Background: an optimization exercise with open tools, aiming at small area, a short achievable clock period and few clock cycles per item. Do not read the settings as production practice. At most, simulation tests tie the RTL to the original design; equivalence was not proved. Power and IR drop assume default switching activity.

==> inputs of trial 75 <==
==> flow/design.v (excerpt) <==
module conv_top (
    input  logic                                  clk_i,
    input  logic                                  rstn_i,
    input  logic                                  cfg_valid_i,
    input  logic [9*8-1:0]    cfg_coef_i,
    input  conv_pkg::conv_mode_e                  cfg_mode_i,
    input  logic                                  cfg_sat_i,
    input  logic                                  pix_valid_i,
    input  conv_pkg::pix_t                        pix_i,
    input  logic                                  stall_i,
    output logic                                  busy_o,
    output logic                                  out_valid_o,
    output conv_pkg::pix_t                        out_pix_o
);
clock: 11.0 ns
lec_check: 0
cap_margin: 20
core_margin: 2
core_utilization: 60
cts_buf_list: sky130_fd_sc_hd__clkbuf_8
cts_cluster_diameter: 40
cts_cluster_size: 16
slew_margin: 20
standard.sh (not shown) runs the stock make flow with config.mk's settings and CLKGATE_MAP_FILE= SYNTH_SCRIPT=/design/flow/synth_recipe.tcl, a recipe that flattens the netlist after the stock synthesis.
==> flow/flow/run.sh <==
#!/bin/bash
set -euo pipefail
bash standard.sh \
  SETUP_SLACK_MARGIN=7.0 \
  "CTS_ARGS=-sink_clustering_enable -repair_clock_nets -dont_use_dummy_load -sink_clustering_size 16 -sink_clustering_max_diameter 40 -buf_list sky130_fd_sc_hd__clkbuf_8 -root_buf sky130_fd_sc_hd__clkbuf_16" \
  finish > flow_make.log 2>&1
==> inputs of build 33, as changes to trial 75 <==
==> flow/flow/run.sh (replaced) <==
#!/bin/bash
set -euo pipefail
bash standard.sh \
  SETUP_SLACK_MARGIN=7.0 \
  "CTS_ARGS=-sink_clustering_enable -repair_clock_nets -dont_use_dummy_load -sink_clustering_size 20 -sink_clustering_max_diameter 45 -buf_list sky130_fd_sc_hd__clkbuf_8 -root_buf sky130_fd_sc_hd__clkbuf_16" \
  finish > flow_make.log 2>&1
Settings changed: CTS_CLUSTER_DIAMETER 40 to 45, CTS_CLUSTER_SIZE 16 to 20.
==> comparison table <==
item                                                                                build 33                    trial 75
Status                                                              timing/DRC/antenna clean    timing/DRC/antenna clean
Power density over cell area                                                    238.0 nW/µm²                240.7 nW/µm²
Insertion delay to the later sink of the worst-skew pair                              910 ps                      920 ps
GRT met3 Usage                                                                        3.639%                      3.504%
Detailed-routing iteration count for the pre-antenna-repair pass                           5                           8
Number of instances resized during post-cts repair                                       116                          82
Met1 layer usage reported by global route                                             30.42%                      30.55%
Final Routed Wirelength                                                           250,100 µm                  252,000 µm
Clock Network Area Fraction                                                           3.951%                      4.437%
Max Fclk                                                                           250.6 MHz                   251.5 MHz
Data arrival, critical path                                                          4540 ps                     4710 ps
Final net count                                                                        9,757                       9,786
Clock-pin slew on the worst setup and hold paths                                      110 ps                       90 ps
Standby leakage power                                                               60.79 nW                    61.01 nW
Max Fanout on Critical Path                                                                2                           5
Hold Startpoint                                                   i_line_buffer.row0_r[2089]  i_line_buffer.row1_r[2035]
Worst clock skew                                                                    133.8 ps                    102.3 ps
Testbench counts of trial 75, summed over its fixed seeds: cycles 1,542,548, pixels 1,536,000.
Testbench counts of build 33, summed over its fixed seeds: cycles 1,542,548, pixels 1,536,000.

* * *

==> lagoon: inputs <==
conv_top, a different RTL version from the one above (not shown whole).
export LEC_CHECK = 0
export CAP_MARGIN = 20
export CORE_MARGIN = 2
export CORE_UTILIZATION = 60
export CTS_BUF_LIST = sky130_fd_sc_hd__clkbuf_8
export CTS_CLUSTER_DIAMETER = 40
export CTS_CLUSTER_SIZE = 16
export SLEW_MARGIN = 20
create_clock -name core_clock -period 11.0 [get_ports {clk_i}]
==> flow/flow/run.sh <==
#!/bin/bash
set -euo pipefail
bash standard.sh \
  SETUP_SLACK_MARGIN=7.5 \
  MATCH_CELL_FOOTPRINT=0 \
  "CTS_ARGS=-sink_clustering_enable -repair_clock_nets -dont_use_dummy_load -sink_clustering_size 16 -sink_clustering_max_diameter 40 -buf_list sky130_fd_sc_hd__clkbuf_8 -root_buf sky130_fd_sc_hd__clkbuf_16" \
  finish > flow_make.log 2>&1
==> raven: changes against lagoon <==
--- a/flow/design.v
+++ b/flow/design.v
@@ -303,37 +303,33 @@
             d[5*i+0] = (g == 4'b0001) || (g == 4'b0010) || (g == 4'b1101) || (g == 4'b1110);
             d[5*i+1] = (g == 4'b0011) || (g == 4'b0100) || (g == 4'b1011) || (g == 4'b1100);
             d[5*i+2] = (g == 4'b0101) || (g == 4'b0110) || (g == 4'b1001) || (g == 4'b1010);
             d[5*i+3] = (g == 4'b0111) || (g == 4'b1000);
             d[5*i+4] = g[3];
         end
         recode = d;
     endfunction
-    logic                 zero_r;
     always_ff @(posedge clk_i) begin
         if (!rstn_i) begin
-            zero_r  <= 1'b1;
+            for (int k = 0; k < 9; k++) begin
+                dig_r[k] <= '0;
+            end
             gauss_r <= 1'b0;
             erode_r <= 1'b0;
             sat_r   <= 1'b0;
         end else if (cfg_valid_i && !stall_i) begin
-            zero_r  <= 1'b0;
-            gauss_r <= (cfg_mode_i == conv_pkg::MODE_GAUSS);
-            erode_r <= (cfg_mode_i == conv_pkg::MODE_ERODE);
-            sat_r   <= cfg_sat_i;
-        end
-    end
-    always_ff @(posedge clk_i) begin
-        if (cfg_valid_i && !stall_i) begin
             for (int k = 0; k < 9; k++) begin
                 dig_r[k] <= recode({cfg_coef_i[(9 - k) * 8 - 1] &&
                                     (cfg_mode_i != conv_pkg::MODE_GAUSS),
                                     cfg_coef_i[(9 - k) * 8 - 1 -: 8]});
             end
+            gauss_r <= (cfg_mode_i == conv_pkg::MODE_GAUSS);
+            erode_r <= (cfg_mode_i == conv_pkg::MODE_ERODE);
+            sat_r   <= cfg_sat_i;
         end
     end
     logic [19:0] r1a_r, r1b_r, r2a_r, r2b_r, oa_r, ob_r;
     logic [19:0] v0a, v0b, v1a, v1b, v2a, v2b;
     logic v0_w1;
     logic v0_w2;
     logic v0_w3;
     logic v0_w4;
@@ -2339,19 +2335,17 @@
         end else begin
             s1_valid_r <= col_valid_i;
         end
     end
     logic [19:0]    sum;
     conv_pkg::pix_t result;
     always_comb begin
         sum = oa_r + ob_r;
-        if (zero_r) begin
-            result = '0;
-        end else if (erode_r) begin
+        if (erode_r) begin
             result = oh_r ? '1 : oc_r;
         end else if (gauss_r) begin
             result = sum[4 +: 8] +
                      conv_pkg::pix_t'(sum[4-1]);    
         end else if (sat_r && sum[19]) begin
             result = '0;
         end else if (sat_r && sum[18:8] != '0) begin
             result = '1;
==> flow/flow/run.sh (replaced) <==
#!/bin/bash
set -euo pipefail
bash standard.sh \
  SETUP_SLACK_MARGIN=7.0 \
  "CTS_ARGS=-sink_clustering_enable -repair_clock_nets -dont_use_dummy_load -sink_clustering_size 16 -sink_clustering_max_diameter 40 -buf_list sky130_fd_sc_hd__clkbuf_8 -root_buf sky130_fd_sc_hd__clkbuf_16" \
  finish > flow_make.log 2>&1
==> sierra: changes against lagoon <==
==> flow/flow/run.sh (replaced) <==
#!/bin/bash
set -euo pipefail
bash standard.sh \
  SETUP_SLACK_MARGIN=7.5 \
  "CTS_ARGS=-sink_clustering_enable -repair_clock_nets -dont_use_dummy_load -sink_clustering_size 16 -sink_clustering_max_diameter 40 -buf_list sky130_fd_sc_hd__clkbuf_8 -root_buf sky130_fd_sc_hd__clkbuf_16" \
  finish > flow_make.log 2>&1
==> run notes <==
item	sierra	lagoon	raven
Start point of the worst min-delay path	i_line_buffer.row1_r[1624]	i_line_buffer.row1_r[1329]	i_line_buffer.row0_r[2129]
Worst hold slack	264 ps	242 ps	274 ps
Clkbuf count	471	469	471
Relative max-transition margin	0.0766	0.0335	0.210
Simple-gate share of the synthesized area	0.0190	0.0190	0.0229
Maximum vdd drop	188 uV	194 uV	189 uV
Sequential cell power	0.0222 W	0.0222 W	0.0217 W
Floorplan die height	483 um	483 um	483 um
Number of design-rule violations left by the first detailed-router iteration	4,002	3,823	3,981
Share of the cycle needed by the critical path after routing	0.390	0.385	0.375
Complex-gate fraction of the synthesized area	0.0376	0.0376	0.0423
Drt via density	4.85	4.84	4.92
Proportion of power drawn by flip-flops and latches	0.567	0.569	0.621
Dpl cell area	0.142 mm2	0.142 mm2	0.142 mm2
Outcome	timing/DRC/antenna clean	timing/DRC/antenna clean	timing/DRC/antenna clean
Via count of the first global-routing pass	60,501	59,270	60,489
Met3 wire len	11.4 mm	11.5 mm	13.4 mm
Number of buffers inserted during clock tree synthesis	471	469	471
Wire length of the first global-routing pass	385 mm	371 mm	372 mm
Sequential share of cell area	0.757	0.758	0.764
Areal power density over the cells	257 mW/mm2	256 mW/mm2	235 mW/mm2
Antenna fix cells	10	15	24
Testbench counts of raven, summed over its fixed seeds: cycles 1,542,548, pixels 1,536,000.
For lagoon and sierra, only the layout was checked, not whether the RTL still works.

afterwards: timing with drivers on the ports:
The results above use ideal ports. As a check the final layouts listed here were re-extracted and re-timed, cells and wires unchanged. Step 1 sets driving cells, clkbuf_16 on the clock port and buf_2 on the other inputs (assumed; they add their load-dependent delay and slew). Step 2 also shifts input and output timing later by t, the mid clock arrival at the registers, as if the neighbouring blocks saw the same clock. a / b / c = no drivers / after step 1 / after step 2; a / b = the first two.
| run | t, ns | slack for setup (ns) | worst slew at a driven data input, ns |
|---|---|---|---|
| trial 75 | 0.946 | 7.024 / 6.999 / 6.204 | 0.20 |
| build 33 | 0.932 | 7.010 / 7.010 / 6.263 | 0.21 |
| lagoon | 0.936 | 6.763 / 6.763 / 6.763 | 0.20 |
| raven | 0.928 | 6.879 / 6.879 / 6.175 | 0.24 |
| sierra | 0.945 | 6.711 / 6.711 / 6.711 | 0.18 |
After both steps setup and hold are still met in every run listed. The setup slack of trial 75, which loses most, moves by -0.025 ns with the drivers and by -0.820 ns with both steps.
